From an optimization exercise on the open Yosys and OpenROAD flow, aimed at small area, a short achievable clock period and few clock cycles; shortcuts taken in it are not production practice.
At most, simulation tests tie the RTL to the original design; equivalence was not proved.
Only the layout flow was run in run 7; the RTL was not checked for function there.
Power and IR drop assume default switching activity.

## flow/design.v (module list and top-level ports; edited modules follow where they fit)
// module mvm_ctrl: 223 lines
// module mvm_cell: 29 lines
// module mvm_mac: 146 lines
// module mvm_mul_tree: 1714 lines
// module mvm_mul_fin: 416 lines
// module matrix_vector_multiply_top: 67 lines
module matrix_vector_multiply_top
(
    input  logic                 clk,
    input  logic                 rst_n,
    input  logic                 cfg_we,
    input  logic [CFG_IDX_W-1:0] cfg_index,
    input  logic [CFG_W-1:0]     cfg_data,
    input  logic                 in_valid,
    output logic                 in_ready,
    input  logic                 in_cmd,
    input  logic [VALUE_W-1:0]   in_value,
    output logic                 out_valid,
    input  logic                 out_ready,
    output logic [VALUE_W-1:0]   out_row_sum,
    output logic [ROW_W-1:0]     out_row_number,
    output logic                 out_last
);
  // ...
==> flow/flow/run.sh <==
#!/bin/bash
set -euo pipefail
bash standard.sh SETUP_SLACK_MARGIN=5.6 finish > make.log 2>&1
==> flow/standard.sh <==
#!/bin/bash
# synth_recipe.tcl (not shown) runs the flow's synth.tcl, then flattens the netlist and writes it again
# the make line also repeats each setting of config.mk as NAME=value (left out here)
make -C /OpenROAD-flow-scripts/flow DESIGN_CONFIG=/design/flow/config.mk WORK_HOME=/design/flow/orfs CLKGATE_MAP_FILE= SYNTH_SCRIPT=/design/flow/synth_recipe.tcl "${@:-finish}"
==> flow/config.mk <==
export PLATFORM = sky130hd
export DESIGN_NAME = matrix_vector_multiply_top
export DESIGN_NICKNAME = matrix_vector_multiply_top
export VERILOG_FILES = /design/flow/design.v
export SDC_FILE = /design/flow/constraint.sdc
export NUM_CORES = 4
export LEC_CHECK = 0
export CAP_MARGIN = 20
export CORE_MARGIN = 2
export CORE_UTILIZATION = 60
export CTS_BUF_LIST = sky130_fd_sc_hd__clkbuf_16
export CTS_CLUSTER_DIAMETER = 50
export CTS_CLUSTER_SIZE = 28
export PLACE_DENSITY = 0.75
export SETUP_SLACK_MARGIN = 5
export SLEW_MARGIN = 20
==> flow/constraint.sdc <==
create_clock -name core_clock -period 9.0 [get_ports {clk}]
set_input_delay 1.8000 -clock core_clock [delete_from_list [all_inputs] [get_ports {clk}]]
set_output_delay 1.8000 -clock core_clock [all_outputs]
set_load 0.01 [all_outputs]
==> metrics.md, run 1 <==
| Metric | Value |
|---|---|
| Logic pwr share | `between 20% and 30%` |
| CP Capture Point | `u_mac.op_one_reg[8]` |
| PD cells | `~270 nW/um^2` |
| # Taps | `2204` |
| CTS resizes | `158` |
| Non-filler cells, final | `about 11000` |
| Status | `complete, no violations` |
| Fraction of area in multi-input gates | `37.3%` |
| Pwr Total | `around 30000 uW` |
| Clk Latency, worst-skew pair | `approximately 0.9 ns` |
| Max VDD drop | `approximately 200 uV` |
| Met2 wire length | `148000 um` |
| Seq pwr share | `45.4%` |
| Layout Utilization | `66.9%` |
| Metal1 wirelength | `119000 um` |
| Static Leak | `0.0443 uW` |
| Clock-cell share of area | `5.80%` |
| Final Wtd Congestion | `~0.95` |
| Worst hold endpoint | `u_store.ring[1967]` |
| Count leader, synth | `dfxtp_1` |
| Total sequential power | `13800 uW` |
| Final wirelength | `between 300000 and 400000 um` |
| Worst reg-to-reg path cell count | `8` |
| Post-layout nets | `around 9000` |
| Max Clock Freq | `287 MHz` |
| Max stage delay cell, worst path | `nor4_1` |
| Drt pass-1 iters | `10` |
| Hold Startpoint | `u_store.ring[1999]` |
| DP Area | `103000 sq um` |
| Final non-clock buffer share | `between 2 and 3%` |
| Number of flops mapped to enable cells by yosys | `81` |
| Clock group | `9050 uW` |
| Clk sinks | `2742` |
| Synth async-reset ratio | `2.01%` |
| FF-to-FF End | `u_mac.op_one_reg[8]` |
| HP Class | `reg2reg` |
| Met1 Use GR | `47.9%` |
| CP Cell Sequence | `buf_4 -> buf_4 -> a22o_1 -> a221oi_1 -> nand3_1 -> nor4_1 -> nand2_1 -> xor2_1` |
| GRT Overall Usage | `roughly 39%` |
| Setup Skew | `0.0658 ns` |
Testbench counts, summed over its fixed seeds: cycles 167,971.
==> module mvm_mac, before the edit <==
module mvm_mac
(
    input  logic                      clk,
    input  logic                      rst_n,
    input  logic                      e_mat,
    input  logic [VALUE_W-1:0]        e_value,
    input  logic [VALUE_W-1:0]        e_x,
    input  logic                      e_first,
    input  logic                      e_emit,
    input  logic [ROW_W-1:0]          res_row,
    input  logic                      res_last,
    output logic                      out_valid,
    input  logic                      out_ready,
    output logic [VALUE_W-1:0]        row_sum,
    output logic [ROW_W-1:0]          row_number,
    output logic                      last
);
    localparam int ND = VALUE_W / 2;      
    logic [VALUE_W-1:0]        op_a_reg;
    logic [ND-1:0]             op_one_reg, op_two_reg, op_neg_reg;
    logic                      op_first_reg, op_emit_reg;
    logic [3:0][PROD_W-1:0]    part_reg;
    logic                      part_first_reg, part_emit_reg;
    logic [1:0][PROD_W-1:0]    two_reg;
    logic                      two_first_reg, two_emit_reg;
    logic [PROD_W-1:0]         prod_reg;
    logic                      prod_emit_reg;
    logic [PROD_W-1:0]         acc_reg;           
    logic                      sat_pos_reg, sat_neg_reg;   
    logic                      keep_reg, max_reg, min_reg;  
    logic                      fin_emit_reg;
    logic                      out_valid_reg;
    logic [VALUE_W-1:0]        row_sum_reg, row_sum_next;
    logic [ROW_W-1:0]          row_number_reg;
    logic                      last_reg;
    logic [VALUE_W:0]          xb;
    logic [ND-1:0]             one, two, neg;
    logic [3:0][PROD_W-1:0]    part;
    logic [PROD_W-1:0]         fin0, fin1;
    logic [PROD_W-1:0]         acc_base;
    logic [PROD_W:0]           acc_wide;
    logic                      ovf_pos, ovf_neg;
    logic [PROD_W-FRAC_W-1:0]  acc_shift;
    always_comb
    begin
        xb = {e_x, 1'b0};
        for (int i = 0; i < ND; i++)
        begin
            one[i] = xb[2*i+1] ^ xb[2*i];
            two[i] = (xb[2*i+2] & ~xb[2*i+1] & ~xb[2*i]) | (~xb[2*i+2] & xb[2*i+1] & xb[2*i]);
            neg[i] = xb[2*i+2];
        end
    end
    mvm_mul_tree u_tree (
        .a   (op_a_reg),
        .one (op_one_reg),
        .two (op_two_reg),
        .neg (op_neg_reg),
        .r0  (part[0]),
        .r1  (part[1]),
        .r2  (part[2]),
        .r3  (part[3])
    );
    mvm_mul_fin u_fin (
        .r0 (part_reg[0]),
        .r1 (part_reg[1]),
        .r2 (part_reg[2]),
        .r3 (part_reg[3]),
        .s0 (fin0),
        .s1 (fin1)
    );
    always_ff @(posedge clk or negedge rst_n)
    begin
        if (!rst_n)
        begin
            op_emit_reg   <= 1'b0;
            part_emit_reg <= 1'b0;
            two_emit_reg  <= 1'b0;
            prod_emit_reg <= 1'b0;
            fin_emit_reg  <= 1'b0;
            out_valid_reg <= 1'b0;
        end
        else
        begin
            op_emit_reg   <= e_mat && e_emit;
            part_emit_reg <= op_emit_reg;
            two_emit_reg  <= part_emit_reg;
            prod_emit_reg <= two_emit_reg;
            fin_emit_reg  <= prod_emit_reg;
            out_valid_reg <= fin_emit_reg || (out_valid_reg && !out_ready);
        end
    end
    always_comb
    begin
        for (int i = 0; i < PROD_W; i++)
            acc_base[i] = (keep_reg && acc_reg[i]) || ((i == PROD_W - 1) ? min_reg : max_reg);
        acc_wide = {acc_base[PROD_W-1], acc_base} + {prod_reg[PROD_W-1], prod_reg};
        ovf_pos  = !acc_wide[PROD_W] && acc_wide[PROD_W-1];
        ovf_neg  = acc_wide[PROD_W] && !acc_wide[PROD_W-1];
    end
    always_ff @(posedge clk)
    begin
        op_a_reg       <= e_mat ? e_value : '0;
        op_one_reg     <= one;
        op_two_reg     <= two;
        op_neg_reg     <= neg;
        op_first_reg   <= e_mat && e_first;
        part_reg       <= part;
        part_first_reg <= op_first_reg;
        two_reg        <= {fin1, fin0};
        two_first_reg  <= part_first_reg;
        prod_reg       <= two_reg[0] + two_reg[1];
        acc_reg        <= acc_wide[PROD_W-1:0];
        sat_pos_reg    <= ovf_pos;
        sat_neg_reg    <= ovf_neg;
        keep_reg       <= !two_first_reg && !ovf_pos && !ovf_neg;
        max_reg        <= !two_first_reg && ovf_pos;
        min_reg        <= !two_first_reg && ovf_neg;
    end
    always_comb
    begin
        acc_shift = acc_reg[PROD_W-1:FRAC_W];
        if (sat_pos_reg)
            row_sum_next = {1'b0, {(VALUE_W-1){1'b1}}};
        else if (sat_neg_reg)
            row_sum_next = {1'b1, {(VALUE_W-1){1'b0}}};
        else if (acc_shift[PROD_W-FRAC_W-1:VALUE_W-1] == '0 || acc_shift[PROD_W-FRAC_W-1:VALUE_W-1] == '1)
            row_sum_next = acc_shift[VALUE_W-1:0];
        else
            row_sum_next = acc_shift[PROD_W-FRAC_W-1] ? {1'b1, {(VALUE_W-1){1'b0}}}
                                                      : {1'b0, {(VALUE_W-1){1'b1}}};
    end
    always_ff @(posedge clk)
    begin
        if (fin_emit_reg)
        begin
            row_sum_reg    <= row_sum_next;
            row_number_reg <= res_row;
            last_reg       <= res_last;
        end
    end
    assign out_valid  = out_valid_reg;
    assign row_sum    = row_sum_reg;
    assign row_number = row_number_reg;
    assign last       = last_reg;
endmodule
==> inputs of run 2 (changes only) <==
--- a/flow/design.v
+++ b/flow/design.v
@@ -315,5 +315,5 @@
     always_comb
     begin
-        xb = {e_x, 1'b0};
+        xb = e_mat ? {e_value, 1'b0} : '0;
         for (int i = 0; i < ND; i++)
         begin
@@ -324,5 +324,5 @@
     end
     mvm_mul_tree u_tree (
-        .a   (op_a_reg),
+        .a   (op_a_reg),    
         .one (op_one_reg),
         .two (op_two_reg),
@@ -372,5 +372,5 @@
     always_ff @(posedge clk)
     begin
-        op_a_reg       <= e_mat ? e_value : '0;
+        op_a_reg       <= e_x;
         op_one_reg     <= one;
         op_two_reg     <= two;
==> run 2 against run 1 <==
Against the previous run: still clean; synthesized cell count is 1.2% lower; core utilization is 0.55 points lower; wire length is 7.3% lower; critical path depth is 5 higher; clock skew is 0.013 ns higher; cell count is 1.6% lower; combinational power is 24% higher; sequential share of layout area is 0.45 points higher; die area is 0.10% lower; critical path type unchanged; largest power group unchanged.
==> metrics.md, run 2 <==
| Metric | Value |
|---|---|
| Relative slew margins | `between 20% and 30%` |
| Critical path startpoint category | `register` |
| Area of the die | `171000 sq um` |
| Post-Syn Area | `100000 sq um` |
| Fill cells | `12000` |
| Final wirelength | `320000 um (-7.3%)` |
| Clk pwr share | `a little over a quarter` |
| Max VDD drop | `220 uV (+10%)` |
| RSZ-0062 raised after global routing | `yes` |
| Drt pass-1 iters | `7 (-3)` |
| Max reg flops | `around 2000` |
| Mapped Avg Cell Area | `12.1 sq um` |
| Initial core utilization | `roughly three fifths` |
| Worst Setup Slack, final | `5.46 ns` |
| Reg2reg setup slack | `roughly 5.5 ns` |
| GRT Overall Usage | `36.7% (-2.6 points)` |
| Fin. Hold Viols | `0` |
| Share of the synthesized area in the top cell type | `52.0%` |
| Internal power | `21200 uW` |
| Worst-Margin Slew | `1.19 ns` |
| Synth unique cells | `slightly above 80` |
| Data required, critical path | `~9.7 ns` |
| DR vias/cell | `6.72` |
| Seq/Total Area, Yosys | `55.7%` |
| Post-DRT Antenna Nets | `0` |
| Fin Setup TNS | `0 ns` |
| Initial antenna violation count | `8` |
| Seq pwr share | `43.7% (-1.7 points)` |
| Proportion of layout cells with a drive suffix above 1 | `9.54%` |
| Switch share | `34.7%` |
| Syn nets | `approximately 9100` |
| Setup Skew | `0.0789 ns (+0.0130 ns)` |
| Status | `complete, no violations` |
| Most used cell, CP | `buf_4` |
| Area leader, netlist | `dfxtp_1` |
| First-pass GRT wire length | `463000 um` |
| CTS root buffer | `clkbuf_16` |
| Post-DP HPWL | `around 190000 um` |
| Post-DR wirelength/cell | `between 30 and 40 um` |
| Final Wtd Congestion | `0.925 (-2.8%)` |
| Vias post-DR | `70400` |
| Logic pwr share | `29.0% (+4.1 points)` |
| Drt drc | `0` |
| Largest stage delay, worst path | `between 0.5 and 0.6 ns` |
| CTS H-tree lvls | `4` |
| Synth Flop Type | `dfxtp_1` |
| Multi-input combinational cell area | `roughly 41000 sq um` |
| Worst hold path depth | `0` |
| Io pins | `87` |
| Post-layout nets | `8871 (-1.8%)` |
| Seq. cell area | `56100 sq um` |
| Synth warnings | `3` |
| Critical path type | `reg2reg` |
| Crit path DAT | `4.22 ns` |
| Reg-to-Reg Start | `u_mac.keep_reg` |
| Static Leak | `0.0436 uW (-1.5%)` |
| FF-to-FF End | `u_mac.max_reg` |
| CTS Buf Count | `170` |
| CTS tree | `done` |
| Min Clock Period, post-route | `3.54 ns` |
| Count leader, synth | `dfxtp_1` |
| Number of I/O port buffers | `86` |
| Clk Latency, worst-skew pair | `0.89 ns (about the same)` |
| Layout area overhead | `10.1%` |
| Number of flops mapped to enable cells by yosys | `81 (unchanged)` |
| Clock slew seen by the registers of the worst setup and hold paths | `0.10 ns` |
| Longest Clk Path Bufs | `3` |
| Top cells by area, synth | `dfxtp_1 52%, fa_1 8.5%, a22o_1 4.8%, a221oi_1 4.5%, a22oi_1 3.7%` |
| HP Class | `reg2reg` |
| Number of global-route vias before repair | `70900` |
| Final period util | `39.3%` |
| Max Slew Vio Count | `0` |
| Crit. End Element | `register` |
| Core footprint | `167000 sq um` |
| Commonest non-fill, non-tap cell in the layout | `dfxtp_1` |
| CP max FO | `11` |
| Clk sinks | `2742 (unchanged)` |
| Die Ht | `413 um` |
| Net switching power | `11300 uW` |
| Total grt overflow | `0` |
| Syn Inst Count | `a little over 8000` |
| Worst reg-to-reg path cell count | `13 (+5)` |
| Flops & latches, synth | `about 2700` |
| CP Cell Sequence | `buf_4 -> a21o_1 -> ha_4 -> nand4b_1 -> a2111oi_4 -> nor4b_4 -> o31ai_4 -> nand3_2 -> a211o_4 -> a21oi_4 -> buf_4 -> nand2_1 -> o41ai_2` |
| Die W | `around 410 um` |
| Largest net degree at the start of global routing | `89` |
| Worst hold endpoint | `u_store.ring[40]` |
| PD cells | `293 nW/um^2 (+7.5%)` |
| Rows | `150` |
| Synth async-reset ratio | `2.01% (unchanged)` |
| Max-cap violations | `0` |
| 1st-iter DRT viols | `9929` |
| Hold Startpoint | `u_store.ring[72]` |
| Max stage delay cell, worst path | `a2111oi_4` |
| Max Clock Freq | `282 MHz (-1.5%)` |
| Most frequent cells in the layout | `2513 x dfxtp_1, 545 x a22o_1, 513 x a221oi_1, 488 x a22oi_1, 449 x inv_1` |
| Final setup vio count | `0` |
| Post-Place Worst Slack | `between 3 and 4 ns` |
| Synth top cells by count | `2606 x dfxtp_1, 557 x clkbuf_1, 545 x a22o_1` |
## run 2: critical path: cells and delay by family, from the launching register on
| family | cells | cell delay, ns |
|---|---|---|
| fa+ha+maj | 1 | 0.30 |
| compound gates | 6 | 1.73 |
| flops | 1 | 0.39 |
| buf+inv | 2 | 0.36 |
| simple gates | 4 | 0.59 |
## run 2: area by class of cell
| cell class | instances | area share [%] |
|---|---|---|
| Clock buffer | 171 | 3.87 |
| Sequential cell | 2742 | 50.8 |
| Multi-Input combinational cell | 4515 | 37.3 |
| Tap cell | 2204 | 2.49 |
| Antenna cell | 4 | 0.00905 |
| Clock inverter | 137 | 1.79 |
| Timing Repair Buffer | 257 | 2.23 |
| Inverter | 440 | 1.50 |
## run 2: kinds of logic (layout without fill, tap and decap cells)
logic type	after synthesis	count (layout)	share of synthesized area (%)
compound gates	2216	2216	17.3
xor+xnor	706	706	6.16
fa+ha+maj	699	699	11.9
buf+inv	1058	1005	3.97
flops	2742	2742	55.7
mux	75	75	0.834
other cells	0	4	0
simple gates	819	819	4.09
## run 2: metal layers
layer	part of all wire (%)	wire (um)	track usage (%)
met3	12	39300	8.99
met2	44	143000	57.2
met5	0.0087	28	0
met1	36	116000	46.1
met4	7.0	22500	22.3
## run 2: through the flow
step / std cells / power (uW) / utilization [%] / hold slack (ns) / area (sq um)
floorplan: 8315 / 20100 / - / 0.310 / 101000
global placement: 10100 / 22600 / 61.8 / 0.312 / 103000
detailed placement: 10100 / 22800 / 61.8 / 0.312 / 103000
CTS: 10500 / 31700 / 65.8 / 0.320 / 110000
global route: 10500 / 33800 / 66.3 / 0.334 / 111000
finish: 10500 / 32400 / 66.3 / 0.316 / 111000
## run 2: power by group through the flow
stage               combinational, uW  clock, uW  sequential [uW]
floorplan                        6200          0            13900
global placement                 8180          0            14400
detailed placement               8410          0            14400
CTS                              8760       8850            14100
global route                    10300       9300            14200
finish                           9400       8830            14200
## run 2: worst max path at each step
stage                             to  slack (ns)      startpoint
5_1_grt            u_mac.acc_reg[62]        5.34  u_mac.keep_reg
3_3_place_gp   u_ctrl.row_pos_reg[5]        4.00        in_valid
6_report               u_mac.max_reg        5.46  u_mac.keep_reg
2_1_floorplan    u_ctrl.e_hot_reg[0]        5.33          in_cmd
4_1_cts                u_mac.min_reg        5.35  u_mac.keep_reg
3_5_place_dp   u_ctrl.row_pos_reg[4]        3.95        in_valid
## run 2: timing repair
item,4_1_cts,5_1_grt
resized for setup,142,161
pin swaps,20,36
hold buffers,0,0
buffers inserted,18,13
endpoints found under the setup margin,286,125
Testbench counts of run 2, summed over its fixed seeds: cycles 167,971.
==> inputs of run 3 (changes only) <==
==> flow/flow/run.sh (replaced) <==
#!/bin/bash
set -euo pipefail
bash standard.sh SETUP_SLACK_MARGIN=5.9 finish > make.log 2>&1
==> run 3 against run 2 <==
Against the previous run: still clean; worst hold slack worse by 0.0067 ns; power up 6.4%; cell count up 3.1%; fmax down 12%; global-route usage up 5.0 points; sequential power about the same; die area unchanged; count of clock-buffer cells in the layout up 2; largest power group unchanged.
==> metrics.md, run 3 <==
| Metric | Value |
|---|---|
| Status | `complete, no violations` |
| Largest net degree at the start of global routing | `89 (unchanged)` |
| Crit path DAT | `4.79 ns (+0.57 ns)` |
| Vias post-DR | `77000 (+9.4%)` |
| Top cells by area, synth | `dfxtp_1 52%, fa_1 8.5%, a22o_1 4.8%, a221oi_1 4.5%, a22oi_1 3.7%` |
| Pwr Total | `34500 uW (+6.4%)` |
| PD cells | `292 nW/um^2 (-0.55%)` |
| Area of the die | `171000 sq um (unchanged)` |
| Synth warnings | `3 (unchanged)` |
| Worst Setup Slack, final | `4.95 ns (-0.505 ns)` |
| Synth Flop Type | `dfxtp_1` |
| Die Ht | `413 um (unchanged)` |
| Fin Setup TNS | `0 ns (unchanged)` |
| Die W | `413 um (unchanged)` |
| Rows | `150 (unchanged)` |
| Flops & latches, synth | `2742 (unchanged)` |
| Most frequent cells in the layout | `2482 x dfxtp_1, 545 x a22o_1, 515 x a221oi_1, 362 x xor2_1, 348 x inv_1` |
| Max VDD drop | `220 uV (+0.16%)` |
| Max Slew Vio Count | `0 (unchanged)` |
| Share of the synthesized area in the top cell type | `52.0% (unchanged)` |
| Drt pass-1 iters | `14 (+7)` |
| GRT Overall Usage | `41.7% (+5.0 points)` |
| Internal power | `22200 uW (+4.8%)` |
| Core footprint | `167000 sq um (unchanged)` |
| Final Wtd Congestion | `0.957 (+3.4%)` |
| DR vias/cell | `7.13 (+6.1%)` |
| Final period util | `45.0% (+5.6 points)` |
| Synth top cells by count | `2606 x dfxtp_1, 557 x clkbuf_1, 545 x a22o_1` |
| Post-synthesis compound-gate area fraction | `17.3% (unchanged)` |
| Commonest non-fill, non-tap cell in the layout | `dfxtp_1` |
| Number of global-route vias before repair | `74800 (+5.5%)` |
| Clk sinks | `2742 (unchanged)` |
| Critical path startpoint category | `register` |
| Drt drc | `0 (unchanged)` |
| Post-route cell area | `118000 sq um (+6.9%)` |
| CTS Buf Count | `171 (+0.59%)` |
| Area leader, netlist | `dfxtp_1` |
| Logic pwr share | `32.8% (+3.8 points)` |
| Final wirelength | `382000 um (+19%)` |
| Count leader, synth | `dfxtp_1` |
| Io pins | `87 (unchanged)` |
| Longest Clk Path Bufs | `3 (unchanged)` |
| Relative slew margins | `20.2% (-0.73 points)` |
| Critical path type | `reg2reg` |
| Post-Syn Area | `100000 sq um (unchanged)` |
| CTS tree | `done` |
| RSZ-0062 raised after global routing | `yes` |
| Static Leak | `0.0460 uW (+5.5%)` |
| Initial core utilization | `60.3% (unchanged)` |
| Synth async-reset ratio | `2.01% (unchanged)` |
| Seq/Total Area, Yosys | `55.7% (unchanged)` |
| Post-Place Worst Slack | `4.10 ns (+0.159 ns)` |
| Worst-Margin Slew | `1.20 ns (+0.0109 ns)` |
| Number of I/O port buffers | `86 (unchanged)` |
| Final setup vio count | `0 (unchanged)` |
| Mux share of post-synthesis cell area | `0.834% (unchanged)` |
| CTS H-tree lvls | `4 (unchanged)` |
| Fin. Hold Viols | `0 (unchanged)` |
| Number of flops mapped to enable cells by yosys | `81 (unchanged)` |
| 1st-iter DRT viols | `13100 (+32%)` |
| Max-cap violations | `0 (unchanged)` |
| Post-DR wirelength/cell | `35.3 um (+16%)` |
| CP max FO | `16 (+5)` |
| Max reg flops | `2048 (unchanged)` |
| Min Clock Period, post-route | `4.05 ns (+0.505 ns)` |
| Setup Skew | `0.123 ns (+0.0437 ns)` |
| CTS root buffer | `clkbuf_16` |
| Synth Area in Simple Gates | `4.09% (unchanged)` |
| Proportion of layout cells with a drive suffix above 1 | `21.1% (+12 points)` |
| Crit. End Element | `register` |
| Max Clock Freq | `247 MHz (-12%)` |
| DP Area | `103000 sq um (+0.12%)` |
| Data required, critical path | `9.74 ns (+0.06 ns)` |
| Post-synthesis adder-cell area fraction | `11.9% (unchanged)` |
| Initial antenna violation count | `27 (+19)` |
| Largest family of logic cells by synthesized area | `compound AO/OA/AOI/OAI gates` |
| Syn Inst Count | `8315 (unchanged)` |
| Post-DP HPWL | `194000 um (+3.1%)` |
| Clock slew seen by the registers of the worst setup and hold paths | `0.11 ns (about the same)` |
| Clk Latency, worst-skew pair | `0.95 ns (+0.06 ns)` |
| Total grt overflow | `0 (unchanged)` |
| Cts hold-fix bufs | `0 (unchanged)` |
| Syn nets | `9060 (unchanged)` |
| Post-DRT Antenna Nets | `0 (unchanged)` |
| Post-Synth XOR/XNOR Area | `6.16% (unchanged)` |
| Seq pwr share | `41.3% (-2.4 points)` |
| Layout area overhead | `17.7%` |
| Switch share | `35.7% (+0.96 points)` |
| First-pass GRT wire length | `514000 um (+11%)` |
| Synth unique cells | `81 (unchanged)` |
| HP Class | `reg2reg` |
| Post-layout nets | `9175 (+3.4%)` |
| Clk pwr share | `25.8% (-1.5 points)` |
| Net switching power | `12300 uW (+9.3%)` |
| Mapped Avg Cell Area | `12.1 sq um (unchanged)` |
-- run 3: layout make-up --
| type | count | area [sq um] |
|---|---|---|
| Antenna cell | 17 | 42.5 |
| Clock buffer | 173 | 4330 |
| Clock inverter | 143 | 1940 |
| Fill cell | 10600 | 48400 |
| Inverter | 440 | 1660 |
| Multi-Input combinational cell | 4515 | 43900 |
| Sequential cell | 2742 | 56300 |
| Tap cell | 2204 | 2760 |
| Timing Repair Buffer | 560 | 7310 |
-- run 3: metrics by stage --
step,std cells,utilization (%),hold WS [ns]
6_report,10800,71.0,0.309
5_1_grt,10800,70.9,0.324
4_1_cts,10700,69.2,0.317
3_5_place_dp,10100,61.9,0.312
3_3_place_gp,10100,61.8,0.313
2_1_floorplan,8315,-,0.310
-- run 3: logic make-up after synthesis --
logic type	Yosys count
AO/OA/AOI/OAI	2216
buffers and inverters	1058
multiplexers	75
XOR/XNOR	706
AND/OR/NAND/NOR	819
flip-flops	2742
adder cells (fa/ha/maj)	699
-- run 3: final timing paths --
kind | from | cells after the start | slack [ns] | to
max in group asynchronous | rst_n | 2 | 7.36 | u_mac.fin_emit_reg
worst min register to register | u_store.ring[901] | 0 | 0.31 | u_store.ring[869]
worst min-delay path | u_store.ring[901] | 0 | 0.31 | u_store.ring[869]
worst max-delay path | u_mac.op_a_reg[21] | 8 | 4.95 | u_mac.part_reg[228]
min in group asynchronous | rst_n | 2 | 1.05 | u_ctrl.phase_reg[0]
worst max register to register | u_mac.op_a_reg[21] | 8 | 4.95 | u_mac.part_reg[228]
-- run 3: timing repair --
item                       in CTS  in global routing
gates resized for setup       927                439
setup buffers                 183                 96
setup endpoints to repair     317                244
pin swaps                     341                316
gates cloned                   47                  9
-- run 3: power groups by stage --
stage | registers [uW] | logic [uW] | clock network [uW]
CTS | 14200 | 9870 | 8840
finish | 14200 | 11300 | 8900
global route | 14300 | 12000 | 9330
detailed placement | 14500 | 8480 | 0
global placement | 14500 | 8250 | 0
floorplan | 13900 | 6300 | 0
-- run 3: critical path, cell delays in order (launching register included) --
cell	delay [ns]
dfxtp_4	0.41
buf_12	0.18
a22oi_1	0.29
xor2_1	0.73
fa_1	0.66
fa_2	0.59
inv_2	0.04
fa_2	0.52
fa_2	0.43
-- run 3: per-layer routing --
metal | vias up | wire, um | share of wire, % | GRT usage (%)
met3 | 2706 | 58300 | 15 | 16.9
met4 | 36 | 37400 | 9.8 | 30.7
met2 | 7164 | 159000 | 42 | 61.4
met5 | - | 708 | 0.19 | 0.678
met1 | 37200 | 126000 | 33 | 49.1
li1 | 29900 | - | - | -
==> inputs of run 4 (changes only) <==
==> flow/flow/run.sh (replaced) <==
#!/bin/bash
set -euo pipefail
bash standard.sh SETUP_SLACK_MARGIN=5.7 finish > make.log 2>&1
--- a/flow/config.mk
+++ b/flow/config.mk
@@ -10,6 +10,6 @@
 export CORE_UTILIZATION = 60
 export CTS_BUF_LIST = sky130_fd_sc_hd__clkbuf_16
-export CTS_CLUSTER_DIAMETER = 50
-export CTS_CLUSTER_SIZE = 28
+export CTS_CLUSTER_DIAMETER = 80
+export CTS_CLUSTER_SIZE = 30
 export PLACE_DENSITY = 0.75
 export SETUP_SLACK_MARGIN = 5
==> run 4 against run 3 <==
Against the previous run: critical path depth rose by 9; die area did not move; still clean; register-to-register slack improved by 0.42 ns; global-route usage fell by 4.4 points; critical path type unchanged; worst hold slack got worse by 0.0039 ns; count of clock-buffer cells in the layout fell by 62; design area fell by 7.3%; first-iteration DRC count fell by 18%.
==> metrics.md, run 4 <==
| Metric | Value |
|---|---|
| Status | `complete, no violations` |
| Max Slew Vio Count | `0 (unchanged)` |
| Post-Syn Area | `100000 sq um (unchanged)` |
| Mapped Avg Cell Area | `12.1 sq um (unchanged)` |
| Setup Skew | `0.0861 ns (-0.0365 ns)` |
| Syn Inst Count | `8315 (unchanged)` |
| Number of global-route vias before repair | `70200 (-6.1%)` |
| Synth warnings | `3 (unchanged)` |
| Synth Flop Type | `dfxtp_1` |
| Relative slew margins | `25.0% (+4.8 points)` |
| CP max FO | `6 (-10)` |
| Number of flops mapped to enable cells by yosys | `81 (unchanged)` |
| Seq/Total Area, Yosys | `55.7% (unchanged)` |
| RSZ-0062 raised after global routing | `yes` |
| Most frequent cells in the layout | `2490 x dfxtp_1, 545 x a22o_1, 515 x a221oi_1, 470 x a22oi_1, 448 x inv_1` |
| Max VDD drop | `215 uV (-2.5%)` |
| Max reg flops | `2048 (unchanged)` |
| First-pass GRT wire length | `468000 um (-8.9%)` |
| Flops & latches, synth | `2742 (unchanged)` |
| Post-layout nets | `8900 (-3.0%)` |
| Max Clock Freq | `276 MHz (+12%)` |
| Internal power | `19500 uW (-12%)` |
| Proportion of layout cells with a drive suffix above 1 | `9.61% (-12 points)` |
| Io pins | `87 (unchanged)` |
| DR vias/cell | `6.85 (-4.0%)` |
| Die Ht | `413 um (unchanged)` |
| Static Leak | `0.0430 uW (-6.7%)` |
| Switch share | `34.9% (-0.82 points)` |
| Top cells by area, synth | `dfxtp_1 52%, fa_1 8.5%, a22o_1 4.8%, a221oi_1 4.5%, a22oi_1 3.7%` |
| Worst Setup Slack, final | `5.38 ns (+0.421 ns)` |
| Worst-Margin Slew | `1.13 ns (-0.0718 ns)` |
| Worst hold path depth | `0 (unchanged)` |
| Area of the die | `171000 sq um (unchanged)` |
| Data required, critical path | `9.75 ns (about the same)` |
| Placed Instances | `10100 (-0.020%)` |
| Final setup vio count | `0 (unchanged)` |
| Final Wtd Congestion | `0.921 (-3.7%)` |
| Rows | `150 (unchanged)` |
| Worst reg-to-reg path cell count | `17 (+9)` |
| Core footprint | `167000 sq um (unchanged)` |
| Final period util | `40.3% (-4.7 points)` |
| Clk pwr share | `20.7% (-5.1 points)` |
| Initial antenna violation count | `9 (-67%)` |
| Crit. End Element | `register` |
| GRT Overall Usage | `37.3% (-4.4 points)` |
| Reg2reg setup slack | `5.38 ns (+0.42 ns)` |
| Die W | `413 um (unchanged)` |
| Post-Place Worst Slack | `4.15 ns (+0.0408 ns)` |
| Drt pass-1 iters | `9 (-5)` |
| Non-filler cells, final | `10400 (-3.6%)` |
| PD cells | `274 nW/um^2 (-6.0%)` |
| DP Area | `103000 sq um (-0.12%)` |
| Largest net degree at the start of global routing | `89 (unchanged)` |
| Post-DP HPWL | `190000 um (-1.9%)` |
| Hold Startpoint | `u_store.ring[1664]` |
| CTS Buf Count | `110 (-36%)` |
| Post-route cell area | `110000 sq um (-7.3%)` |
| Fin Setup TNS | `0 ns (unchanged)` |
| Logic pwr share | `32.2% (-0.6 points)` |
| Count leader, synth | `dfxtp_1` |
| Drt drc | `0 (unchanged)` |
| Final wirelength | `337000 um (-12%)` |
| Net switching power | `10500 uW (-15%)` |
| Layout area overhead | `9.10%` |
| Max-cap violations | `0 (unchanged)` |
| FF-to-FF End | `u_mac.acc_reg[28]` |
| CTS tree | `done` |
| Clk Latency, worst-skew pair | `0.86 ns (-0.09 ns)` |
| Synth unique cells | `81 (unchanged)` |
| Worst hold endpoint | `u_store.ring[1632]` |
| Post-DR wirelength/cell | `32.4 um (-8.4%)` |
| Critical path startpoint category | `register` |
| Area leader, netlist | `dfxtp_1` |
| Reg-to-Reg Start | `u_mac.max_reg` |
| Synth top cells by count | `2606 x dfxtp_1, 557 x clkbuf_1, 545 x a22o_1` |
| Critical path type | `reg2reg` |
| Clock slew seen by the registers of the worst setup and hold paths | `0.11 ns (about the same)` |
| Vias post-DR | `71300 (-7.4%)` |
| Min Clock Period, post-route | `3.62 ns (-0.421 ns)` |
| Fin. Hold Viols | `0 (unchanged)` |
| CTS H-tree lvls | `3 (-1)` |
| Seq pwr share | `47.1% (+5.8 points)` |
| CTS root buffer | `clkbuf_16` |
| Share of the synthesized area in the top cell type | `52.0% (unchanged)` |
| Synth async-reset ratio | `2.01% (unchanged)` |
| 1st-iter DRT viols | `10600 (-18%)` |
| Clk sinks | `2742 (unchanged)` |
| Initial core utilization | `60.3% (unchanged)` |
| Total grt overflow | `0 (unchanged)` |
| Syn nets | `9060 (unchanged)` |
| Number of I/O port buffers | `86 (unchanged)` |
| Longest Clk Path Bufs | `3 (unchanged)` |
| HP Class | `reg2reg` |
| Commonest non-fill, non-tap cell in the layout | `dfxtp_1` |
| Crit path DAT | `4.38 ns (-0.41 ns)` |
| Post-DRT Antenna Nets | `0 (unchanged)` |
## run 4: metal layers
layer	GRT usage (%)	wire length [um]	vias to the layer above
met2	57.2	144000	5753
met4	20.9	25000	8
li1	-	-	29300
met3	10.4	46600	1624
met1	47.7	121000	34700
met5	0	99	-
## run 4: cell type report
cell class              instances  area, sq um
fillers                     12200        57100
flip-flops and latches       2742        56200
multi-input cells            4515        41300
repair buffers                346         4250
clock buffers                 111         2780
well taps                    2204         2760
inverters                     440         1660
clock inverters                43          537
diodes                          9         22.5
## run 4: repair_timing
item | 4_1_cts | 5_1_grt
resized for setup | 287 | 232
cloned | 1 | 22
setup buffers | 40 | 60
hold buffers | 0 | 0
pin swaps | 35 | 69
setup endpoints to repair | 279 | 164
## run 4: logic make-up (layout without fill, tap and decap cells)
logic type	Yosys count	after routing	share of synthesized area [%]
XOR/XNOR	706	706	6.16
multiplexers	75	75	0.834
flip-flops	2742	2742	55.7
AND/OR/NAND/NOR	819	819	4.09
other	0	9	0
AO/OA/AOI/OAI	2216	2216	17.3
buffers and inverters	1058	940	3.97
adder cells (fa/ha/maj)	699	699	11.9
## run 4: power by group through the flow
| stage | clock network (uW) | logic (uW) | registers, uW |
|---|---|---|---|
| global placement | 0 | 8230 | 14400 |
| global route | 6590 | 10500 | 14200 |
| floorplan | 0 | 6210 | 13900 |
| CTS | 6200 | 9000 | 14100 |
| finish | 6220 | 9650 | 14100 |
| detailed placement | 0 | 8450 | 14400 |
## run 4: worst max-delay path by stage
stage | startpoint | slack [ns] | endpoint | cells past startpoint
2_1_floorplan | in_cmd | 5.33 | u_ctrl.e_hot_reg[0] | 11
3_3_place_gp | in_cmd | 4.12 | u_ctrl.e_hot_reg[9] | 10
3_5_place_dp | in_cmd | 4.15 | u_ctrl.e_hot_reg[15] | 10
4_1_cts | u_mac.max_reg | 5.37 | u_mac.min_reg | 14
5_1_grt | u_mac.max_reg | 5.27 | u_mac.acc_reg[28] | 17
6_report | u_mac.max_reg | 5.38 | u_mac.acc_reg[28] | 17
## run 4: worst max-delay path: stages (launching register included)
cell and delay, ns:
dfxtp_2 0.35, buf_12 0.14, a21o_1 0.16, ha_2 0.18
fa_2 0.36, a211oi_2 0.22, nor2_1 0.08, o31a_1 0.28
a311o_2 0.39, buf_4 0.16, buf_6 0.11, nand3_4 0.10
nor3_2 0.05, a2111oi_2 0.30, buf_4 0.20, o21ai_4 0.06
a211oi_2 0.26, xnor2_1 0.14
## run 4: per-stage QoR
| step | util (%) | hold WS [ns] | total power (uW) |
|---|---|---|---|
| after floorplan | - | 0.310 | 20100 |
| after global placement | 61.8 | 0.313 | 22600 |
| after detailed placement | 61.8 | 0.312 | 22900 |
| after CTS | 64.5 | 0.299 | 29300 |
| after global routing | 65.7 | 0.313 | 31200 |
| final | 65.7 | 0.305 | 30000 |
==> inputs of run 5 (changes only) <==
==> flow/flow/run.sh (replaced) <==
#!/bin/bash
set -euo pipefail
bash standard.sh SETUP_SLACK_MARGIN=5.6 finish > make.log 2>&1
==> run 5 against run 4 <==
Against the previous run: die area is the same; core utilization shrank 0.96 points; synthesized cell count is the same; clock power grew 1%; area after synthesis is the same; wire length shrank 5.4%; worst hold slack gained 0.0079 ns; critical path depth shrank 3; largest cell class unchanged.
==> metrics.md, run 5 <==
| Metric | Value |
|---|---|
| CTS Buf Count | `113 (+2.7%)` |
| Worst reg-to-reg path cell count | `14 (-3)` |
| Flops & latches, synth | `2742 (unchanged)` |
| Fin. Hold Viols | `0 (unchanged)` |
| Synth warnings | `3 (unchanged)` |
| Proportion of layout cells with a drive suffix above 1 | `7.95% (-1.7 points)` |
| Drt pass-1 iters | `8 (-1)` |
| Max-cap violations | `0 (unchanged)` |
| Mapped Avg Cell Area | `12.1 sq um (unchanged)` |
| Rows | `150 (unchanged)` |
| Clk sinks | `2742 (unchanged)` |
| Top cells by area, synth | `dfxtp_1 52%, fa_1 8.5%, a22o_1 4.8%, a221oi_1 4.5%, a22oi_1 3.7%` |
| Number of I/O port buffers | `86 (unchanged)` |
| Fin Setup TNS | `0 ns (unchanged)` |
| CTS H-tree lvls | `3 (unchanged)` |
| Final setup vio count | `0 (unchanged)` |
| Net switching power | `10400 uW (-0.34%)` |
| Max Slew Vio Count | `0 (unchanged)` |
| Critical path type | `reg2reg` |
| Synth Flop Type | `dfxtp_1` |
| Final period util | `39.6% (-0.67 points)` |
| Number of flops mapped to enable cells by yosys | `81 (unchanged)` |
| Worst-Margin Slew | `1.16 ns (+0.0346 ns)` |
| Clock slew seen by the registers of the worst setup and hold paths | `0.11 ns (about the same)` |
| Seq/Total Area, Yosys | `55.7% (unchanged)` |
| Io pins | `87 (unchanged)` |
| Max stage delay cell, worst path | `dfxtp_4` |
| Worst path top cell family by delay | `compound AO/OA/AOI/OAI gates` |
| Commonest non-fill, non-tap cell in the layout | `dfxtp_1` |
| Final wirelength | `319000 um (-5.4%)` |
| Drt drc | `0 (unchanged)` |
| Longest Clk Path Bufs | `3 (unchanged)` |
| Largest stage delay, worst path | `0.40 ns (about the same)` |
| Internal power | `19600 uW (+0.25%)` |
| GRT Overall Usage | `36.3% (-1.0 points)` |
| Die Ht | `413 um (unchanged)` |
| Share of the synthesized area in the top cell type | `52.0% (unchanged)` |
| Die W | `413 um (unchanged)` |
| Layout area overhead | `7.51%` |
| Worst Path Buf+Inv | `2 (-2)` |
| Vias post-DR | `69800 (-2.1%)` |
| Number of global-route vias before repair | `70000 (-0.34%)` |
| Post-DP HPWL | `188000 um (-1.1%)` |
| Fill cells | `12300 (+0.81%)` |
| Count leader, synth | `dfxtp_1` |
| RSZ-0062 raised after global routing | `yes` |
| Data required, critical path | `9.77 ns (+0.02 ns)` |
| 1st-iter DRT viols | `9368 (-12%)` |
| Max reg flops | `2048 (unchanged)` |
| Post-Syn Area | `100000 sq um (unchanged)` |
| Synth top cells by count | `2606 x dfxtp_1, 557 x clkbuf_1, 545 x a22o_1` |
| First-pass GRT wire length | `458000 um (-2.2%)` |
| Area of the die | `171000 sq um (unchanged)` |
| Reg-to-Reg Start | `u_mac.keep_reg` |
| Min Clock Period, post-route | `3.56 ns (-0.0602 ns)` |
| Critical path startpoint category | `register` |
| Cts hold-fix bufs | `0 (unchanged)` |
| Post-DR wirelength/cell | `30.9 um (-4.7%)` |
| Worst hold path depth | `0 (unchanged)` |
| Synth async-reset ratio | `2.01% (unchanged)` |
| Area leader, netlist | `dfxtp_1` |
| Crit. End Element | `register` |
| CTS root buffer | `clkbuf_16` |
| Relative slew margins | `22.7% (-2.3 points)` |
| Layout Utilization | `64.8% (-0.96 points)` |
| Initial core utilization | `60.3% (unchanged)` |
| CP Cell Sequence | `buf_12 -> a21o_1 -> ha_1 -> a21oi_2 -> o21ai_0 -> a221oi_1 -> o221ai_1 -> a21oi_4 -> o211ai_1 -> a21oi_2 -> buf_4 -> a31oi_4 -> a31oi_2 -> xnor2_1` |
| Syn nets | `9060 (unchanged)` |
| DR vias/cell | `6.76 (-1.3%)` |
| Multi-input combinational cell area | `41300 sq um (-0.14%)` |
| Switch share | `34.7% (-0.13 points)` |
| CP max FO | `50 (+44)` |
| Post-DRT Antenna Nets | `0 (unchanged)` |
| Crit path DAT | `4.33 ns (-0.05 ns)` |
| Static Leak | `0.0424 uW (-1.3%)` |
| Initial antenna violation count | `5 (-4)` |
| Max Clock Freq | `281 MHz (+1.7%)` |
| Most frequent cells in the layout | `2513 x dfxtp_1, 545 x a22o_1, 515 x a221oi_1, 487 x a22oi_1, 450 x inv_1` |
| Seq. cell area | `56100 sq um (-0.15%)` |
| Reg2reg setup slack | `5.44 ns (+0.06 ns)` |
| FF-to-FF End | `u_mac.acc_reg[62]` |
| Max VDD drop | `218 uV (+1.7%)` |
| PD cells | `278 nW/um^2 (+1.5%)` |
| Logic pwr share | `31.8% (-0.4 points)` |
| CTS tree | `done` |
| Most used cell, CP | `a21oi_2` |
| Largest net degree at the start of global routing | `89 (unchanged)` |
| Seq pwr share | `47.2% (about the same)` |
| Total grt overflow | `0 (unchanged)` |
| Status | `complete, no violations` |
| Hold Startpoint | `u_store.ring[1634]` |
| Setup Skew | `0.0945 ns (+0.00837 ns)` |
| Core footprint | `167000 sq um (unchanged)` |
| Syn Inst Count | `8315 (unchanged)` |
| Worst hold endpoint | `u_store.ring[1602]` |
| Clk pwr share | `21.0% (+0.3 points)` |
| HP Class | `reg2reg` |
| Post-layout nets | `8823 (-0.87%)` |
| Synth unique cells | `81 (unchanged)` |
| Clk Latency, worst-skew pair | `0.85 ns (about the same)` |
| Final Wtd Congestion | `0.925 (+0.50%)` |
run 5: cell counts after synthesis:
Identical to the previous run, type by type.
run 5: layer usage:
metal | global-route usage [%] | vias to the layer above | part of all wire, %
met3 | 7.95 | 1416 | 12
met2 | 56.7 | 5054 | 45
met4 | 22.7 | 8 | 7.3
met5 | 0 | - | 0.062
li1 | - | 29100 | -
met1 | 45.9 | 34300 | 37
run 5: logic make-up after synthesis:
group / Yosys count / share of synthesized area, %
buffers and inverters: 1058 / 3.97
and+or+nand+nor: 819 / 4.09
xor gates and xnor gates: 706 / 6.16
adders and majority gates: 699 / 11.9
DFF: 2742 / 55.7
AOI/OAI and AO/OA: 2216 / 17.3
muxes: 75 / 0.834
run 5: what timing repair did:
item	CTS	global route
endpoints found under the setup margin	290	150
hold endpoints to repair	0	0
setup buffers	21	18
gates cloned	0	1
pin swaps	19	44
resized for setup	128	176
run 5: worst max path at each step:
| stage | startpoint | end | cells after the start |
|---|---|---|---|
| floorplan | in_cmd | u_ctrl.e_hot_reg[0] | 11 |
| global placement | in_valid | u_ctrl.row_pos_reg[5] | 9 |
| detailed placement | in_valid | u_ctrl.row_pos_reg[4] | 9 |
| CTS | u_mac.keep_reg | u_mac.min_reg | 13 |
| global route | u_mac.keep_reg | u_mac.acc_reg[62] | 14 |
| finish | u_mac.keep_reg | u_mac.acc_reg[62] | 14 |
run 5: power by group through the flow:
stage,sequential [uW],clock (uW),combinational (uW)
after floorplan,13900,0,6200
after global placement,14400,0,8180
after detailed placement,14400,0,8410
after CTS,14100,6300,8820
after global routing,14200,6720,10400
final,14200,6310,9540
run 5: layout make-up:
class                      instances  area share, %
sequential                      2742           52.0
clock inverter                    46          0.596
timing repair buffer             266           2.46
inverter                         440           1.54
antenna                            2        0.00464
clock buffer                     113           2.62
tap                             2204           2.55
multi-input combinational       4515           38.2
run 5: worst reg2reg max path: stages, from the launching register on:
cell and delay (ns):
dfxtp_4 0.40, buf_12 0.20, a21o_1 0.23, ha_1 0.39, a21oi_2 0.21, o21ai_0 0.16
a221oi_1 0.35, o221ai_1 0.21, a21oi_4 0.26, o211ai_1 0.22, a21oi_2 0.27, buf_4 0.17
a31oi_4 0.10, a31oi_2 0.22, xnor2_1 0.13
run 5: through the flow:
stage,instances,total power (uW),hold WS [ns],cell area [sq um],setup slack [ns]
finish,10300,30000,0.313,108000,5.44
global route,10300,31400,0.314,108000,5.30
CTS,10300,29300,0.308,107000,5.35
detailed placement,10100,22800,0.312,103000,3.95
global placement,10100,22600,0.312,103000,4.00
floorplan,8315,20100,0.310,101000,5.33
==> inputs of run 6 (changes only) <==
==> flow/flow/run.sh (replaced) <==
#!/bin/bash
set -euo pipefail
bash standard.sh SETUP_SLACK_MARGIN=5.5 finish > make.log 2>&1
==> run 6 against run 5 <==
Against the previous run: global-route usage about the same; first-iteration DRC count increased by 10%; clock skew decreased by 0.028 ns; fmax decreased by 0.83%; area after synthesis unchanged; via count increased by 0.34%; register-to-register slack got worse by 0.03 ns; critical endpoint is now u_mac.keep_reg.
==> metrics.md, run 6 <==
| Metric | Value |
|---|---|
| Status | `complete, no violations` |
| Final period util | `39.9% (+0.33 points)` |
| Synth warnings | `3 (unchanged)` |
| Syn nets | `9060 (unchanged)` |
| Synth top cells by count | `2606 x dfxtp_1, 557 x clkbuf_1, 545 x a22o_1` |
| Number of global-route vias before repair | `69600 (-0.59%)` |
| Static Leak | `0.0423 uW (-0.36%)` |
| Drt drc | `0 (unchanged)` |
| Initial core utilization | `60.3% (unchanged)` |
| DR vias/cell | `6.79 (+0.42%)` |
| Worst reg-to-reg path cell count | `14 (unchanged)` |
| Max-cap violations | `0 (unchanged)` |
| Core footprint | `167000 sq um (unchanged)` |
| Data required, critical path | `9.67 ns (-0.10 ns)` |
| First-pass GRT wire length | `458000 um (about the same)` |
| Placed Instances | `10100 (unchanged)` |
| PD cells | `276 nW/um^2 (-0.70%)` |
| Most frequent cells in the layout | `2513 x dfxtp_1, 545 x a22o_1, 517 x a221oi_1, 496 x a22oi_1, 451 x inv_1` |
| CTS root buffer | `clkbuf_16` |
| Post-route cell area | `107000 sq um (-0.74%)` |
| Area of the die | `171000 sq um (unchanged)` |
| Post-DRT Antenna Nets | `0 (unchanged)` |
| Most Crowded Layer GR | `met2` |
| Total grt overflow | `0 (unchanged)` |
| Longest Clk Path Bufs | `3 (unchanged)` |
| Met1 Use GR | `46.3% (+0.41 points)` |
| Drt pass-1 iters | `6 (-2)` |
| Fin Setup TNS | `0 ns (unchanged)` |
| Worst hold path depth | `0 (unchanged)` |
| Initial antenna violation count | `7 (+2)` |
| DP Area | `103000 sq um (about the same)` |
| Clk sinks | `2742 (unchanged)` |
| Rows | `150 (unchanged)` |
| Critical path type | `reg2reg` |
| Area leader, netlist | `dfxtp_1` |
| Worst Setup Slack, final | `5.41 ns (-0.0297 ns)` |
| CTS tree | `done` |
| Setup Skew | `0.0667 ns (-0.0278 ns)` |
| Final wirelength | `319000 um (+0.21%)` |
| Vias post-DR | `70100 (+0.34%)` |
| Max VDD drop | `186 uV (-15%)` |
| Count leader, synth | `dfxtp_1` |
| HP Class | `reg2reg` |
| Die Ht | `413 um (unchanged)` |
| CTS H-tree lvls | `3 (unchanged)` |
| Crit. End Element | `register` |
| Commonest non-fill, non-tap cell in the layout | `dfxtp_1` |
| Final Wtd Congestion | `0.944 (+2.0%)` |
| Syn Inst Count | `8315 (unchanged)` |
| Non-filler cells, final | `10300 (-0.077%)` |
| Crit path DAT | `4.26 ns (-0.07 ns)` |
| Top cells by area, synth | `dfxtp_1 52%, fa_1 8.5%, a22o_1 4.8%, a221oi_1 4.5%, a22oi_1 3.7%` |
| Number of I/O port buffers | `86 (unchanged)` |
| Synth async-reset ratio | `2.01% (unchanged)` |
| Relative slew margins | `24.2% (+1.5 points)` |
| Post-layout nets | `8814 (-0.10%)` |
| Fin. Hold Viols | `0 (unchanged)` |
| CP max FO | `13 (-74%)` |
| Flops & latches, synth | `2742 (unchanged)` |
| Synth Flop Type | `dfxtp_1` |
| Proportion of layout cells with a drive suffix above 1 | `7.17% (-0.78 points)` |
| GRT Overall Usage | `36.3% (+0.042 points)` |
| Post-DP HPWL | `193000 um (+2.7%)` |
| Share of the synthesized area in the top cell type | `52.0% (unchanged)` |
| Mapped Avg Cell Area | `12.1 sq um (unchanged)` |
| Seq/Total Area, Yosys | `55.7% (unchanged)` |
| Critical path startpoint category | `register` |
| Synth unique cells | `81 (unchanged)` |
| 1st-iter DRT viols | `10300 (+10%)` |
| Die W | `413 um (unchanged)` |
| Post-DR wirelength/cell | `30.9 um (+0.29%)` |
| Max Slew Vio Count | `0 (unchanged)` |
| Post-Syn Area | `100000 sq um (unchanged)` |
| Io pins | `87 (unchanged)` |
| CTS Buf Count | `111 (-1.8%)` |
| GR Util met3 | `8.56% (+0.61 points)` |
| Routing usage on met2 | `56.8% (+0.086 points)` |
| Max reg flops | `2048 (unchanged)` |
| Clk Latency, worst-skew pair | `0.84 ns (about the same)` |
| Number of flops mapped to enable cells by yosys | `81 (unchanged)` |
| Worst-Margin Slew | `1.14 ns (-0.0229 ns)` |
| Layout area overhead | `6.71%` |
| Min Clock Period, post-route | `3.59 ns (+0.0297 ns)` |
| Max Clock Freq | `278 MHz (-0.83%)` |
| RSZ-0062 raised after global routing | `yes` |
| Post-Place Worst Slack | `4.03 ns (+0.0879 ns)` |
| Clock slew seen by the registers of the worst setup and hold paths | `0.11 ns (about the same)` |
| Largest net degree at the start of global routing | `88 (-1.1%)` |
| Final setup vio count | `0 (unchanged)` |
-- run 6: cell counts after synthesis --
Identical to the previous run, type by type.
-- run 6: what timing repair did --
| action | in CTS | in global routing |
|---|---|---|
| endpoints found under the hold margin | 0 | 0 |
| setup endpoints to repair | 219 | 81 |
| hold buffers | 0 | 0 |
| buffers inserted | 15 | 14 |
| cloned | 0 | 4 |
| pin swaps | 18 | 21 |
| resized for setup | 87 | 68 |
-- run 6: cell families (layout without fill, tap and decap cells) --
kind of cell | count (synthesis) | after routing | synth area share [%]
buffers and inverters | 1058 | 855 | 3.97
adders and majority gates | 699 | 699 | 11.9
AOI/OAI and AO/OA | 2216 | 2216 | 17.3
DFF | 2742 | 2742 | 55.7
xor gates and xnor gates | 706 | 706 | 6.16
and+or+nand+nor | 819 | 819 | 4.09
other | 0 | 4 | 0
muxes | 75 | 75 | 0.834
-- run 6: cell type report --
type,count,area [sq um]
fillers,12400,59500
flip-flops and latches,2742,56100
multi-input cells,4515,40900
clock buffers,113,2830
well taps,2204,2760
repair buffers,259,2290
inverters,440,1650
clock inverters,43,584
diodes,4,10.0
-- run 6: power by group --
part	switching, uW	internal, uW
Clock	3870	2390
Combinational	5470	3600
Sequential	923	13300
Total	10300	19300
-- run 6: per-layer routing --
metal | wire, um | up-vias
met5 | 184 | -
met1 | 117000 | 34200
li1 | - | 29100
met3 | 39000 | 1493
met4 | 22100 | 4
met2 | 141000 | 5292
-- run 6: worst paths after layout --
path / from / endpoint / slack [ns]
min: u_store.ring[1580] / u_store.ring[1548] / 0.31
max reg2reg: u_mac.max_reg / u_mac.keep_reg / 5.41
max in group asynchronous: rst_n / u_mac.fin_emit_reg / 7.36
min in group asynchronous: rst_n / u_ctrl.rows_reg[0] / 1.15
max: u_mac.max_reg / u_mac.keep_reg / 5.41
min reg2reg: u_store.ring[1580] / u_store.ring[1548] / 0.31
-- run 6: through the flow --
stage	total power, uW	hold slack (ns)	utilization, %
6_report	29600	0.313	64.3
5_1_grt	30900	0.324	64.3
4_1_cts	29100	0.309	64.0
3_5_place_dp	22900	0.312	61.8
3_3_place_gp	22600	0.311	61.8
2_1_floorplan	20100	0.310	-
-- run 6: critical path: stages, from the launching register on --
cell and delay, ns:
dfxtp_4 0.44, buf_16 0.18, a21o_1 0.19, ha_4 0.30
and3_4 0.19, nand3_2 0.10, a2111oi_4 0.43, nor4b_4 0.13
o31ai_4 0.34, nand3_2 0.18, a211o_4 0.37, a21oi_4 0.23
buf_4 0.17, xnor2_2 0.15, nor2_2 0.08
==> inputs of run 7 (changes only) <==
--- a/flow/design.v
+++ b/flow/design.v
@@ -310,5 +310,7 @@
     logic [PROD_W-1:0]         fin0, fin1;
     logic [PROD_W-1:0]         acc_base;
+    localparam int HALF_W = PROD_W / 2;
     logic [PROD_W:0]           acc_wide;
+    logic [HALF_W:0]           acc_lo, acc_hi0, acc_hi1;
     logic                      ovf_pos, ovf_neg;
     logic [PROD_W-FRAC_W-1:0]  acc_shift;
@@ -366,5 +368,10 @@
         for (int i = 0; i < PROD_W; i++)
             acc_base[i] = (keep_reg && acc_reg[i]) || ((i == PROD_W - 1) ? min_reg : max_reg);
-        acc_wide = {acc_base[PROD_W-1], acc_base} + {prod_reg[PROD_W-1], prod_reg};
+        acc_lo   = {1'b0, acc_base[HALF_W-1:0]} + {1'b0, prod_reg[HALF_W-1:0]};
+        acc_hi0  = {acc_base[PROD_W-1], acc_base[PROD_W-1:HALF_W]}
+                 + {prod_reg[PROD_W-1], prod_reg[PROD_W-1:HALF_W]};
+        acc_hi1  = {acc_base[PROD_W-1], acc_base[PROD_W-1:HALF_W]}
+                 + {prod_reg[PROD_W-1], prod_reg[PROD_W-1:HALF_W]} + (HALF_W+1)'(1);
+        acc_wide = {acc_lo[HALF_W] ? acc_hi1 : acc_hi0, acc_lo[HALF_W-1:0]};
         ovf_pos  = !acc_wide[PROD_W] && acc_wide[PROD_W-1];
         ovf_neg  = acc_wide[PROD_W] && !acc_wide[PROD_W-1];
==> flow/flow/run.sh (replaced) <==
#!/bin/bash
set -euo pipefail
bash standard.sh SETUP_SLACK_MARGIN=5.6 finish > make.log 2>&1
--- a/flow/config.mk
+++ b/flow/config.mk
@@ -10,6 +10,6 @@
 export CORE_UTILIZATION = 60
 export CTS_BUF_LIST = sky130_fd_sc_hd__clkbuf_16
-export CTS_CLUSTER_DIAMETER = 80
-export CTS_CLUSTER_SIZE = 30
+export CTS_CLUSTER_DIAMETER = 50
+export CTS_CLUSTER_SIZE = 28
 export PLACE_DENSITY = 0.75
 export SETUP_SLACK_MARGIN = 5
==> run 7 against run 6 <==
Against the previous run: fmax shrank 16%; still clean on timing, DRC and antenna; via count grew 2.9%; synthesized cell count is essentially flat; count of clock-buffer cells in the layout grew 53; global-route usage grew 0.71 points; critical endpoint unchanged; sequential power is essentially flat; register-to-register slack lost 0.68 ns; core utilization grew 2.8 points; die area is essentially flat; highest routed layer unchanged.
==> metrics.md, run 7 <==
| Metric | Value |
|---|---|
| Synth unique cells | `82 (+1.2%)` |
| FF-to-FF End | `u_mac.keep_reg` |
| Crit. End Element | `register` |
| Top cells by area, synth | `dfxtp_1 52%, fa_1 8.5%, a22o_1 4.8%, a221oi_1 4.5%, a22oi_1 3.7%` |
| Worst Path Buf+Inv | `3 (+1)` |
| Post-layout nets | `8973 (+1.8%)` |
| Flops & latches, synth | `2742 (unchanged)` |
| Number of I/O port buffers | `86 (unchanged)` |
| Clock slew seen by the registers of the worst setup and hold paths | `0.10 ns (about the same)` |
| Share of the synthesized area in the top cell type | `51.9% (about the same)` |
| Drt pass-1 iters | `9 (+3)` |
| Worst hold endpoint | `u_store.ring[558]` |
| GRT Overall Usage | `37.0% (+0.71 points)` |
| Largest net degree at the start of global routing | `89 (+1.1%)` |
| Max-cap violations | `0 (unchanged)` |
| Post-DR wirelength/cell | `31.2 um (+0.73%)` |
| Largest stage delay, worst path | `0.58 ns (+0.14 ns)` |
| Data required, critical path | `9.77 ns (+0.10 ns)` |
| RSZ-0062 raised after global routing | `yes` |
| Number of global-route vias before repair | `71800 (+3.2%)` |
| Synth top cells by count | `2606 x dfxtp_1, 546 x a22o_1, 531 x clkbuf_1` |
| Final wirelength | `329000 um (+3.1%)` |
| Final Wtd Congestion | `0.911 (-3.4%)` |
| Proportion of layout cells with a drive suffix above 1 | `11.3% (+4.1 points)` |
| CP max FO | `4 (-9)` |
| Critical path type | `reg2reg` |
| CTS Buf Count | `162 (+46%)` |
| Total grt overflow | `0 (unchanged)` |
| Final period util | `47.5% (+7.6 points)` |
| Commonest non-fill, non-tap cell in the layout | `dfxtp_1` |
| Die Ht | `413 um (about the same)` |
| Layout Utilization | `67.1% (+2.8 points)` |
| Clk sinks | `2742 (unchanged)` |
| Synth warnings | `3 (unchanged)` |
| Post-DP HPWL | `189000 um (-2.2%)` |
| Initial core utilization | `60.3% (about the same)` |
| 1st-iter DRT viols | `9904 (-3.9%)` |
| CP Cell Sequence | `buf_12 -> a21o_1 -> ha_4 -> inv_2 -> fa_2 -> nand2b_4 -> a21o_1 -> a21boi_2 -> o21ai_1 -> nor3b_2 -> or4b_4 -> or4_4 -> buf_4 -> nor4b_4 -> or2_1 -> a21oi_1 -> o21ai_1 -> nor3b_2` |
| PD cells | `297 nW/um^2 (+7.4%)` |
| Worst path top cell family by delay | `simple AND/OR/NAND/NOR gates` |
| Syn Inst Count | `8318 (+0.036%)` |
| Critical path startpoint category | `register` |
| Clk Latency, worst-skew pair | `0.90 ns (+0.06 ns)` |
| Max Clock Freq | `234 MHz (-16%)` |
| Drt drc | `0 (unchanged)` |
| Final setup vio count | `0 (unchanged)` |
| Max VDD drop | `259 uV (+40%)` |
| Static Leak | `0.0442 uW (+4.5%)` |
| Mapped Avg Cell Area | `12.1 sq um (about the same)` |
| Min Clock Period, post-route | `4.28 ns (+0.684 ns)` |
| Post-route cell area | `112000 sq um (+4.3%)` |
| Die W | `413 um (about the same)` |
| Max reg flops | `2048 (unchanged)` |
| Most frequent cells in the layout | `2487 x dfxtp_1, 546 x a22o_1, 516 x a221oi_1, 492 x a22oi_1, 449 x inv_1` |
| Fill cells | `11900 (-3.7%)` |
| Net switching power | `11600 uW (+13%)` |
| Pwr Total | `33100 uW (+12%)` |
| Io pins | `87 (unchanged)` |
| Hold Startpoint | `u_store.ring[590]` |
| Worst reg-to-reg path cell count | `18 (+4)` |
| Area leader, netlist | `dfxtp_1` |
| Switch share | `34.9% (+0.25 points)` |
| Internal power | `21600 uW (+12%)` |
| Crit path DAT | `5.05 ns (+0.79 ns)` |
| Seq pwr share | `42.7% (-5.5 points)` |
| Status | `complete, no violations` |
| Relative slew margins | `21.1% (-3.1 points)` |
| Number of flops mapped to enable cells by yosys | `81 (unchanged)` |
| Post-Syn Area | `100000 sq um (about the same)` |
| Worst-Margin Slew | `1.18 ns (+0.0467 ns)` |
| Core footprint | `167000 sq um (unchanged)` |
| Vias post-DR | `72100 (+2.9%)` |
| Post-DRT Antenna Nets | `0 (unchanged)` |
| Max stage delay cell, worst path | `or4_4` |
| Initial antenna violation count | `10 (+3)` |
| CTS H-tree lvls | `4 (+1)` |
| Setup Skew | `0.0905 ns (+0.0238 ns)` |
| Seq/Total Area, Yosys | `55.7% (about the same)` |
| Longest Clk Path Bufs | `3 (unchanged)` |
| CTS root buffer | `clkbuf_16` |
| Fin. Hold Viols | `0 (unchanged)` |
| DP Area | `103000 sq um (about the same)` |
| CTS tree | `done` |
| Worst hold path depth | `0 (unchanged)` |
| Count leader, synth | `dfxtp_1` |
| Reg-to-Reg Start | `u_mac.keep_reg` |
| Reg2reg setup slack | `4.72 ns (-0.68 ns)` |
| Synth async-reset ratio | `2.01% (unchanged)` |
| HP Class | `reg2reg` |
| Area of the die | `171000 sq um (about the same)` |
| Syn nets | `9065 (+0.055%)` |
| Rows | `150 (unchanged)` |
| Max Slew Vio Count | `0 (unchanged)` |
| Fin Setup TNS | `0 ns (unchanged)` |
| Clk pwr share | `25.5% (+4.3 points)` |
| Logic pwr share | `31.7% (+1.1 points)` |
| Layout area overhead | `11.2%` |
| First-pass GRT wire length | `467000 um (+1.9%)` |
| Synth Flop Type | `dfxtp_1` |
| DR vias/cell | `6.83 (+0.56%)` |
| Cts hold-fix bufs | `0 (unchanged)` |
==> run 7: cell types whose count changed after synthesis, moves of 10 or more <==
cell / change
o21a_1: +12
o21ai_0: +10
a21oi_1: -24
clkbuf_1: -26
nor2b_1: +11
o21bai_1: -11
nand3_1: +12
xnor2_1: +15
==> run 7: stage by stage <==
| step | hold slack, ns | setup slack [ns] | cells |
|---|---|---|---|
| detailed placement | 0.314 | 3.63 | 10100 |
| CTS | 0.289 | 4.87 | 10500 |
| global placement | 0.313 | 3.72 | 10100 |
| floorplan | 0.310 | 4.91 | 8318 |
| finish | 0.284 | 4.72 | 10600 |
| global route | 0.285 | 4.62 | 10600 |
==> run 7: routing by layer <==
layer	track usage [%]	wire [um]	vias up
met1	46.0	118000	35100
met5	0	40	-
met4	21.2	24600	6
li1	-	-	29600
met3	11.3	42900	1761
met2	57.4	144000	5688
==> run 7: repair_timing <==
action | 4_1_cts | 5_1_grt
pin swaps | 62 | 52
cloned | 2 | 0
resized for setup | 237 | 164
setup endpoints to repair | 329 | 175
hold endpoints to repair | 0 | 0
buffers inserted | 67 | 65
==> run 7: power groups by stage <==
stage / combinational, uW / clock, uW / sequential (uW)
after floorplan: 6500 / 0 / 13900
after global placement: 8190 / 0 / 14400
after detailed placement: 8500 / 0 / 14400
after CTS: 9400 / 8460 / 14100
after global routing: 11400 / 8900 / 14200
final: 10500 / 8470 / 14200
==> run 7: layout make-up <==
class	instances	area [sq um]	area share, %
clock buffers	166	4150	3.72
inverters	446	1690	1.51
well taps	2204	2760	2.47
flip-flops and latches	2742	56200	50.3
clock inverters	125	1670	1.49
repair buffers	337	3440	3.08
diodes	5	12.5	0.0112
multi-input cells	4537	41800	37.4
==> run 7: kinds of logic after synthesis <==
logic type               after synthesis  share of synthesized area, %
buffers and inverters               1039                          3.88
flip-flops                          2742                          55.7
AO/OA/AOI/OAI                       2191                          17.0
AND/OR/NAND/NOR                      846                          4.34
XOR/XNOR                             724                          6.31
multiplexers                          75                         0.834
adder cells (fa/ha/maj)              701                          11.9
==> run 7: worst max-delay path by stage <==
stage	startpoint	end	slack (ns)	cells past startpoint
4_1_cts	u_mac.keep_reg	u_mac.min_reg	4.87	17
6_report	u_mac.keep_reg	u_mac.keep_reg	4.72	18
2_1_floorplan	u_mac.keep_reg	u_mac.min_reg	4.91	17
5_1_grt	u_mac.keep_reg	u_mac.keep_reg	4.62	18
3_3_place_gp	in_valid	u_ctrl.row_pos_reg[2]	3.72	8
3_5_place_dp	in_valid	u_ctrl.row_pos_reg[2]	3.63	8

==> separate check: timing with driven ports <==
How much do the figures lean on ideal ports? The routed layouts below were timed once more, with nothing changed but the port constraints. Step 1 (the two cells are an assumption about what drives the block):
set clk [get_ports {clk}]
set_driving_cell -lib_cell sky130_fd_sc_hd__clkbuf_16 $clk
set_driving_cell -lib_cell sky130_fd_sc_hd__buf_2 [delete_from_list [all_inputs] $clk]
Step 2 moves the port delays by t, midway between the first and last clock arrival at a register: inputs arrive t later, outputs are due t later. That takes back most of the time a late clock gives input paths. Slacks: ideal / step 1 / step 2; pairs: ideal / step 1.
| run | t, ns | setup slack, ns | worst setup path at the end |
|---|---|---|---|
| run 1 | 0.958 | 5.514 / 5.514 / 4.810 | input to register |
| run 2 | 0.952 | 5.459 / 5.459 / 4.868 | input to register |
| run 3 | 0.977 | 4.954 / 4.954 / 4.954 | register to register |
| run 4 | 0.908 | 5.375 / 5.375 / 4.877 | input to register |
| run 5 | 0.891 | 5.435 / 5.435 / 4.866 | input to register |
| run 6 | 0.883 | 5.406 / 5.406 / 4.815 | input to register |
| run 7 | 0.945 | 4.722 / 4.722 / 4.722 | register to register |
After both steps setup and hold are still met in every run listed. For run 1, which loses most, drivers alone change the setup slack by 0.000 ns; drivers and shift together by -0.704 ns.
